This design comes from an exercise in tuning for a short achievable clock period and few clock cycles on the open sky130 flow, not from production work.
Function was checked by simulation only, so behaviour that the tests miss may differ from the original.
No activity file was given, so power comes from the tool's default toggle rates.

==> trial 64: inputs <==
==> flow/design.v <==
package viper_pkg;
   localparam int addr_w  = 20;   
   localparam int data_w  = 32;   
   localparam int pc_step = 8;    
   localparam int tail_w  = 19;   
   typedef enum logic [1:0] {
      reg0, reg1, reg2, reg3
   } reg_sel_e;
   typedef enum logic [1:0] {
      immediate, direct, index_reg1, index_reg2
   } addr_mode_e;
   typedef enum logic [2:0] {
      dest_reg0, dest_reg1, dest_reg2, dest_reg3,
      cond_set, cond_clear, dest_none, store
   } dest_e;
   typedef enum logic [3:0] {
      neg, push, load_a, load_b, add_a, add_b, sub_a, sub_b,
      add_c, sub_c, add_d, sub_d, reserved
   } alu_func_e;
   typedef enum logic [3:0] {
      lt, ge, eq, ne, le, gt, rsv6, rsv7,
      lt_or, ge_or, eq_or, ne_or, le_or, gt_or, rsv14, rsv15
   } cmp_func_e;
   typedef struct packed {
      logic                top;          
      reg_sel_e            src;
      addr_mode_e          mode;
      dest_e               dest;
      logic                is_compare;
      logic [3:0]          func;         
      logic [tail_w-1:0]   tail;
   } instr_t;
   typedef struct packed {
      logic              cyc;
      logic              stb;
      logic              we;
      logic [addr_w-1:0] adr;
      logic [data_w-1:0] dat;
   } wb_req_t;
   typedef struct packed {
      logic              ack;
      logic [data_w-1:0] dat;
   } wb_rsp_t;
   typedef struct packed {
      logic              go;    
      logic              we;
      logic [addr_w-1:0] adr;
      logic [data_w-1:0] dat;
   } bus_cmd_t;
   typedef enum logic [1:0] {
      fetch, operand, execute, store_wait
   } seq_state_e;
endpackage
`timescale 1ns/1ps
module viper (
   input  logic        clock,
   input  logic        reset,
   output logic        wb_cyc_o,
   output logic        wb_stb_o,
   output logic        wb_we_o,
   output logic [19:0] wb_adr_o,
   output logic [31:0] wb_dat_o,
   input  logic        wb_ack_i,
   input  logic [31:0] wb_dat_i
);
   localparam logic [1:0] ph_fetch   = 2'd0;
   localparam logic [1:0] ph_operand = 2'd1;
   localparam logic [1:0] ph_store   = 2'd2;
   logic [31:0] r0, r1, r2, r3;
   logic        flag;
   logic        stb_q;
   logic [1:0]  phase;
   logic [19:0] ra, rb;
   logic        rc;
   logic        we_q;
   logic [31:0] dat_q;
   logic        ex_v;
   logic        ex_cmp;       
   logic        ex_or;        
   logic [2:0]  ex_cf;        
   logic        ex_push;
   logic [3:0]  ex_wen;
   logic [31:0] xa, xb;       
   logic        xc;
   logic [31:0] xs, xo;       
   logic        o_jump;       
   logic        o_inv;        
   logic [19:0] o_ra;         
   logic        ack;
   assign ack = wb_ack_i & stb_q;
   logic [31:0] d;
   logic        d_cmp;
   logic [2:0]  d_dest;
   logic [3:0]  d_func;
   logic [1:0]  d_mode;
   logic [1:0]  d_src;
   logic [18:0] d_tail;
   logic        d_store;
   logic        d_rsv;
   logic        d_needop;
   logic        d_alu;        
   logic        d_neg, d_push, d_add, d_sub;
   logic        d_addsub, d_inv;
   logic        d_jump;       
   logic [31:0] pc8;
   logic [31:0] srcv;
   logic [19:0] idx;
   logic [3:0]  d_wen;
   assign d        = wb_dat_i;
   assign d_cmp    = d[23];
   assign d_dest   = d[26:24];
   assign d_func   = d[22:19];
   assign d_mode   = d[28:27];
   assign d_src    = d[30:29];
   assign d_tail   = d[18:0];
   assign d_store  = !d_cmp && (d_dest == 3'd7);
   assign d_rsv    = d_cmp ? (d_func[2:1] == 2'b11) : (d_func[3:2] == 2'b11);
   assign d_needop = (d_mode != 2'd0) && !d_store && !d_rsv;
   assign d_alu    = !d_cmp && !d_rsv && !d_store;
   assign d_neg    = (d_func == 4'd0);
   assign d_push   = (d_func == 4'd1);
   assign d_add    = (d_func == 4'd4) || (d_func == 4'd5) || (d_func == 4'd8) || (d_func == 4'd10);
   assign d_sub    = (d_func == 4'd6) || (d_func == 4'd7) || (d_func == 4'd9) || (d_func == 4'd11);
   assign d_addsub = d_add || d_sub;
   assign d_inv    = d_neg || d_sub;
   assign d_jump   = d_alu && (d_push || (d_dest == 3'd3) || (d_dest == 3'd4 && flag)
                               || (d_dest == 3'd5 && !flag));
   always_comb
   begin
      d_wen = 4'b0000;
      if (d_alu && !d_push)
      begin
         case (d_dest)
            3'd0:    d_wen = 4'b0001;
            3'd1:    d_wen = 4'b0010;
            3'd2:    d_wen = 4'b0100;
            3'd3:    d_wen = 4'b1000;
            3'd4:    d_wen = {flag, 3'b000};
            3'd5:    d_wen = {!flag, 3'b000};
            default: d_wen = 4'b0000;
         endcase
      end
   end
   assign pc8 = r3 + 32'd8;
   always_comb
   begin
      case (d_src)
         2'd0:    srcv = r0;
         2'd1:    srcv = r1;
         2'd2:    srcv = r2;
         default: srcv = pc8;    
      endcase
      case (d_mode)
         2'd2:    idx = r1[19:0];
         2'd3:    idx = r2[19:0];
         default: idx = 20'd0;
      endcase
   end
   logic [31:0] res;
   logic        lt_s, gt_s, eq_s;
   logic        cmp_base;
   assign res = xa + xb + {31'd0, xc};
   always_comb
   begin
      lt_s = $signed(xs) < $signed(xo);
      gt_s = $signed(xs) > $signed(xo);
      eq_s = (xs == xo);
      case (ex_cf)
         3'd0:    cmp_base = lt_s;
         3'd1:    cmp_base = !lt_s;
         3'd2:    cmp_base = eq_s;
         3'd3:    cmp_base = !eq_s;
         3'd4:    cmp_base = !gt_s;
         default: cmp_base = gt_s;
      endcase
   end
   always_ff @(posedge clock or posedge reset)
   begin
      if (reset)
      begin
         r0      <= 32'd0;
         r1      <= 32'd0;
         r2      <= 32'd0;
         r3      <= 32'd0;
         flag    <= 1'b0;
         stb_q   <= 1'b0;
         phase   <= ph_fetch;
         ra      <= 20'd0;
         rb      <= 20'd0;
         rc      <= 1'b0;
         we_q    <= 1'b0;
         ex_v    <= 1'b0;
      end
      else
      begin
         stb_q <= 1'b1;
         ex_v  <= 1'b0;
         if (ex_v)
         begin
            if (ex_cmp)
               flag <= cmp_base | (ex_or & flag);
            if (ex_push)
            begin
               r2 <= r3;
               r3 <= res;
            end
            if (ex_wen[0])
               r0 <= res;
            if (ex_wen[1])
               r1 <= res;
            if (ex_wen[2])
               r2 <= res;
            if (ex_wen[3])
               r3 <= res;
         end
         if (ack)
         begin
            case (phase)
               ph_fetch:
               begin
                  r3 <= pc8;
                  if (d_store || d_needop)
                  begin
                     phase <= d_store ? ph_store : ph_operand;
                     we_q  <= d_store;
                     ra    <= idx;
                     rb    <= {1'b0, d_tail};
                     rc    <= 1'b0;
                  end
                  else
                  begin
                     phase <= ph_fetch;
                     we_q  <= 1'b0;
                     ex_v  <= 1'b1;
                     if (d_jump)
                     begin
                        ra <= d_addsub ? srcv[19:0] : 20'd0;
                        rb <= d_inv ? ~{1'b0, d_tail} : {1'b0, d_tail};
                        rc <= d_inv;
                     end
                     else
                     begin
                        ra <= pc8[19:0];
                        rb <= 20'd0;
                        rc <= 1'b0;
                     end
                  end
               end
               ph_operand:
               begin
                  phase <= ph_fetch;
                  we_q  <= 1'b0;
                  ex_v  <= 1'b1;
                  ra    <= o_ra;
                  rb    <= o_jump ? (o_inv ? ~d[19:0] : d[19:0]) : 20'd0;
                  rc    <= o_jump & o_inv;
               end
               default:
               begin
                  phase <= ph_fetch;
                  we_q  <= 1'b0;
                  ra    <= r3[19:0];
                  rb    <= 20'd0;
                  rc    <= 1'b0;
               end
            endcase
         end
      end
   end
   always_ff @(posedge clock)
   begin
      if (ack)
      begin
         if (phase == ph_fetch)
         begin
            dat_q   <= srcv;
            ex_cmp  <= d_cmp && !d_rsv;
            ex_or   <= d_func[3];
            ex_cf   <= d_func[2:0];
            ex_push <= d_alu && d_push;
            ex_wen  <= d_wen;
            xs      <= srcv;
            xa      <= d_addsub ? srcv : 32'd0;
            xb      <= d_inv ? ~{13'd0, d_tail} : {13'd0, d_tail};
            xc      <= d_inv;
            xo      <= {13'd0, d_tail};
            o_jump  <= d_jump;
            o_inv   <= d_inv;
            o_ra    <= d_jump ? (d_addsub ? srcv[19:0] : 20'd0) : pc8[19:0];
         end
         else if (phase == ph_operand)
         begin
            xb <= o_inv ? ~d : d;
            xo <= d;
         end
      end
   end
   assign wb_cyc_o = stb_q;
   assign wb_stb_o = stb_q;
   assign wb_we_o  = we_q;
   assign wb_adr_o = ra + rb + {19'd0, rc};
   assign wb_dat_o = dat_q;
endmodule
==> flow/run.sh <==
#!/bin/bash
# synth_recipe.tcl (not shown) runs the flow's synth.tcl, then flattens the netlist and writes it again
# the make line also repeats each setting of config.mk as NAME=value (left out here)
make -C /OpenROAD-flow-scripts/flow DESIGN_CONFIG=/design/flow/config.mk WORK_HOME=/design/flow/orfs CLKGATE_MAP_FILE= SYNTH_SCRIPT=/design/flow/synth_recipe.tcl finish
==> flow/config.mk <==
export PLATFORM = sky130hd
export DESIGN_NAME = viper
export DESIGN_NICKNAME = viper
export VERILOG_FILES = /design/flow/design.v
export SDC_FILE = /design/flow/constraint.sdc
export NUM_CORES = 4
export LEC_CHECK = 0
export ABC_CLOCK_PERIOD_IN_PS = 2500
export CAP_MARGIN = 20
export CORE_MARGIN = 2
export CORE_UTILIZATION = 40
export SETUP_SLACK_MARGIN = 3.5
export SLEW_MARGIN = 20
==> flow/constraint.sdc <==
create_clock -name core_clock -period 6.0 [get_ports {clock}]
set_input_delay 1.2000 -clock core_clock [delete_from_list [all_inputs] [get_ports {clock}]]
set_output_delay 1.2000 -clock core_clock [all_outputs]
set_load 0.01 [all_outputs]
==> trial 97 (differences from trial 64) <==
==> flow/design.v, changed modules only <==
module viper (
   input  logic        clock,
   input  logic        reset,
   output logic        wb_cyc_o,
   output logic        wb_stb_o,
   output logic        wb_we_o,
   output logic [19:0] wb_adr_o,
   output logic [31:0] wb_dat_o,
   input  logic        wb_ack_i,
   input  logic [31:0] wb_dat_i
);
   localparam logic [1:0] ph_fetch   = 2'd0;
   localparam logic [1:0] ph_operand = 2'd1;
   localparam logic [1:0] ph_store   = 2'd2;
   logic        rst_q;
   logic [31:0] r0, r1, r2, r3;
   logic        flag;
   logic        stb_q;
   logic [1:0]  phase;
   logic [19:0] adr_q;
   logic        we_q;
   logic [31:0] dat_q;
   logic [19:0] pc8lo;
   logic        ex_v;
   logic        ex_cmp;       
   logic        ex_or;        
   logic [2:0]  ex_cf;        
   logic        ex_push;
   logic [3:0]  ex_wen;
   logic [31:0] xa, xb;       
   logic        xc;
   logic [31:0] xs, xo;       
   logic        o_jump;       
   logic        o_inv;        
   logic [19:0] o_base;       
   logic        ack;
   assign ack = wb_ack_i & stb_q;
   logic [31:0] d;
   logic        d_cmp;
   logic [2:0]  d_dest;
   logic [3:0]  d_func;
   logic [1:0]  d_mode;
   logic [1:0]  d_src;
   logic [19:0] tail;
   logic        d_store;
   logic        d_rsv;
   logic        d_needop;
   logic        d_alu;        
   logic        d_neg, d_push, d_add, d_sub;
   logic        d_addsub, d_inv;
   logic        d_jump;       
   logic [31:0] pc8;
   logic [31:0] srcv;
   logic [3:0]  d_wen;
   assign d        = wb_dat_i;
   assign d_cmp    = d[23];
   assign d_dest   = d[26:24];
   assign d_func   = d[22:19];
   assign d_mode   = d[28:27];
   assign d_src    = d[30:29];
   assign tail     = {1'b0, d[18:0]};
   assign d_store  = !d_cmp && (d_dest == 3'd7);
   assign d_rsv    = d_cmp ? (d_func[2:1] == 2'b11) : (d_func[3:2] == 2'b11);
   assign d_needop = (d_mode != 2'd0) && !d_store && !d_rsv;
   assign d_alu    = !d_cmp && !d_rsv && !d_store;
   assign d_neg    = (d_func == 4'd0);
   assign d_push   = (d_func == 4'd1);
   assign d_add    = (d_func == 4'd4) || (d_func == 4'd5) || (d_func == 4'd8) || (d_func == 4'd10);
   assign d_sub    = (d_func == 4'd6) || (d_func == 4'd7) || (d_func == 4'd9) || (d_func == 4'd11);
   assign d_addsub = d_add || d_sub;
   assign d_inv    = d_neg || d_sub;
   assign d_jump   = d_alu && (d_push || (d_dest == 3'd3) || (d_dest == 3'd4 && flag)
                               || (d_dest == 3'd5 && !flag));
   always_comb
   begin
      d_wen = 4'b0000;
      if (d_alu && !d_push)
      begin
         case (d_dest)
            3'd0:    d_wen = 4'b0001;
            3'd1:    d_wen = 4'b0010;
            3'd2:    d_wen = 4'b0100;
            3'd3:    d_wen = 4'b1000;
            3'd4:    d_wen = {flag, 3'b000};
            3'd5:    d_wen = {!flag, 3'b000};
            default: d_wen = 4'b0000;
         endcase
      end
   end
   logic [11:0] pc8hi;
   assign pc8hi = r3[31:20] + {11'd0, &r3[19:3]};
   assign pc8   = {pc8hi, pc8lo};
   always_comb
   begin
      case (d_src)
         2'd0:    srcv = r0;
         2'd1:    srcv = r1;
         2'd2:    srcv = r2;
         default: srcv = pc8;
      endcase
   end
   logic [19:0] a_r0, a_r1, a_r2, a_pc;    
   logic [19:0] s_r0, s_r1, s_r2, s_pc;    
   logic [19:0] n_tail;                    
   assign a_r0   = r0[19:0] + tail;
   assign a_r1   = r1[19:0] + tail;
   assign a_r2   = r2[19:0] + tail;
   assign a_pc   = pc8lo + tail;
   assign s_r0   = r0[19:0] - tail;
   assign s_r1   = r1[19:0] - tail;
   assign s_r2   = r2[19:0] - tail;
   assign s_pc   = pc8lo - tail;
   assign n_tail = 20'd0 - tail;
   logic        sel_tail, sel_ntail, sel_pc;
   logic [3:0]  sel_add, sel_sub;
   logic        d_mem;     
   logic [3:0]  src_oh;
   assign d_mem  = d_store || d_needop;
   assign src_oh = {d_src == 2'd3, d_src == 2'd2, d_src == 2'd1, d_src == 2'd0};
   assign sel_tail  = d_mem ? (d_mode[1] == 1'b0) : (d_jump && (d_push || d_func[3:1] == 3'b001));
   assign sel_ntail = !d_mem && d_jump && d_neg;
   assign sel_pc    = !d_mem && !d_jump;
   assign sel_add   = d_mem ? {1'b0, d_mode == 2'd3, d_mode == 2'd2, 1'b0}
                            : ({4{d_jump && d_add}} & src_oh);
   assign sel_sub   = {4{!d_mem && d_jump && d_sub}} & src_oh;
   logic [19:0] nxt_fetch;
   assign nxt_fetch = ({20{sel_tail}}   & tail)
                    | ({20{sel_ntail}}  & n_tail)
                    | ({20{sel_pc}}     & pc8lo)
                    | ({20{sel_add[0]}} & a_r0)
                    | ({20{sel_add[1]}} & a_r1)
                    | ({20{sel_add[2]}} & a_r2)
                    | ({20{sel_add[3]}} & a_pc)
                    | ({20{sel_sub[0]}} & s_r0)
                    | ({20{sel_sub[1]}} & s_r1)
                    | ({20{sel_sub[2]}} & s_r2)
                    | ({20{sel_sub[3]}} & s_pc);
   logic [19:0] o_add, o_sub, nxt_oper;
   assign o_add    = o_base + d[19:0];
   assign o_sub    = o_base - d[19:0];
   assign nxt_oper = !o_jump ? r3[19:0] : (o_inv ? o_sub : o_add);    
   logic [32:0] sum;
   logic [31:0] res;
   logic        lt_s, gt_s, eq_s;
   logic        cmp_base;
   assign sum = {xa, 1'b1} + {xb, xc};
   assign res = sum[32:1];
   always_comb
   begin
      lt_s = $signed(xs) < $signed(xo);
      gt_s = $signed(xs) > $signed(xo);
      eq_s = (xs == xo);
      case (ex_cf)
         3'd0:    cmp_base = lt_s;
         3'd1:    cmp_base = !lt_s;
         3'd2:    cmp_base = eq_s;
         3'd3:    cmp_base = !eq_s;
         3'd4:    cmp_base = !gt_s;
         default: cmp_base = gt_s;
      endcase
   end
   always_ff @(posedge clock or posedge reset)
   begin
      if (reset)
         stb_q <= 1'b0;
      else
         stb_q <= !rst_q;
   end
   always_ff @(posedge clock)
   begin
      rst_q <= reset;
      pc8lo <= adr_q + 20'd8;
      if (rst_q)
      begin
         r0    <= 32'd0;
         r1    <= 32'd0;
         r2    <= 32'd0;
         r3    <= 32'd0;
         flag  <= 1'b0;
         phase <= ph_fetch;
         adr_q <= 20'd0;
         we_q  <= 1'b0;
         ex_v  <= 1'b0;
      end
      else
      begin
         ex_v <= 1'b0;
         if (ex_v)
         begin
            if (ex_cmp)
               flag <= cmp_base | (ex_or & flag);
            if (ex_push)
            begin
               r2 <= r3;
               r3 <= res;
            end
            if (ex_wen[0])
               r0 <= res;
            if (ex_wen[1])
               r1 <= res;
            if (ex_wen[2])
               r2 <= res;
            if (ex_wen[3])
               r3 <= res;
         end
         if (ack)
         begin
            case (phase)
               ph_fetch:
               begin
                  r3    <= pc8;
                  adr_q <= nxt_fetch;
                  we_q  <= d_store;
                  ex_v  <= !d_mem;
                  if (d_store)
                     phase <= ph_store;
                  else if (d_needop)
                     phase <= ph_operand;
                  else
                     phase <= ph_fetch;
               end
               ph_operand:
               begin
                  adr_q <= nxt_oper;
                  we_q  <= 1'b0;
                  ex_v  <= 1'b1;
                  phase <= ph_fetch;
               end
               default:
               begin
                  adr_q <= r3[19:0];
                  we_q  <= 1'b0;
                  phase <= ph_fetch;
               end
            endcase
         end
      end
   end
   always_ff @(posedge clock)
   begin
      if (ack)
      begin
         if (phase == ph_fetch)
         begin
            dat_q   <= srcv;
            ex_cmp  <= d_cmp && !d_rsv;
            ex_or   <= d_func[3];
            ex_cf   <= d_func[2:0];
            ex_push <= d_alu && d_push;
            ex_wen  <= d_wen;
            xs      <= srcv;
            xa      <= d_addsub ? srcv : 32'd0;
            xb      <= d_inv ? ~{12'd0, tail} : {12'd0, tail};
            xc      <= d_inv;
            xo      <= {12'd0, tail};
            o_jump  <= d_jump;
            o_inv   <= d_inv;
            o_base  <= d_addsub ? srcv[19:0] : 20'd0;
         end
         else if (phase == ph_operand)
         begin
            xb <= o_inv ? ~d : d;
            xo <= d;
         end
      end
   end
   assign wb_cyc_o = stb_q;
   assign wb_stb_o = stb_q;
   assign wb_we_o  = we_q;
   assign wb_adr_o = adr_q;
   assign wb_dat_o = dat_q;
endmodule
==> summary.txt <==
item	trial 64	trial 97
Final clock-cell share	0.0467	0.0290
Total power per unit cell area	385 mW/mm²	196 mW/mm²
Highest-delay cell along the critical path	sky130_fd_sc_hd__dfrtp_2	sky130_fd_sc_hd__or4_1
Share of post-route cells with drive strength above 1	0.365	0.321
Mean routed wirelength per cell	23.1 µm	28.2 µm
Synthesized net count	1890	3310
Max transition margin	0.247	0.169
Net switching power	3.57 mW	2.38 mW
Clock transition at the registers of the reported paths	60 ps	70 ps
Layout buffer count excluding clock buffers	356	462
Slack of the critical path	1630 ps	1830 ps
Required time of the worst setup path	4800 ps	6500 ps
Top cell type's share of synthesized area	0.260	0.164
Global-route wire length before repair	90.1 mm	169 mm
Height of the die	219 µm	257 µm
Initial Utilization	0.407	0.405
Top layer in use	met5	met4
Outcome	complete, no violations	complete, no violations
Layout area overhead	39.9%	36.2%
Final Routed Wirelength	62.2 mm	119 mm
Depth of the CTS H-tree	2	1
Multi-input gate share of total cell area	0.417	0.576
Yosys reg bits	334	314
Clock buffers	47	41
Area occupied by multi-input gates	0.0108 mm²	0.0201 mm²
Synthesized area divided by synthesized cell count	10.5 µm²	8.45 µm²
Register-to-register setup slack	2440 ps	2240 ps
Testbench counts of trial 64, summed over its fixed seeds: cycles 87,978.
Testbench counts of trial 97, summed over its fixed seeds: cycles 87,986.

static timing again, ports no longer ideal:
How much do the figures lean on ideal ports? The routed layouts below were timed once more, with nothing changed but the port constraints.
Step 1: set_driving_cell puts a clkbuf_16 on clock and a buf_2 on each other input, an assumption about the parent block.
Step 2 moves the port delays by t, midway between the first and last clock arrival at a register: inputs arrive t later, outputs are due t later. That takes back most of the time a late clock gives input paths.
Three values: no drivers, after step 1, after step 2; two values: the first two.
run	t, ns	setup slack, ns	slew at the worst register clock pin (ns)	pins driven straight from the clock port
trial 64	0.583	1.633 / 1.578 / 2.162	0.07 / 0.07	1
trial 97	0.647	1.832 / 1.851 / 1.204	0.07 / 0.07	1
After both steps every run listed still meets setup and hold. The setup slack of trial 97, which loses most, moves by +0.019 ns with the drivers and by -0.628 ns with both steps.
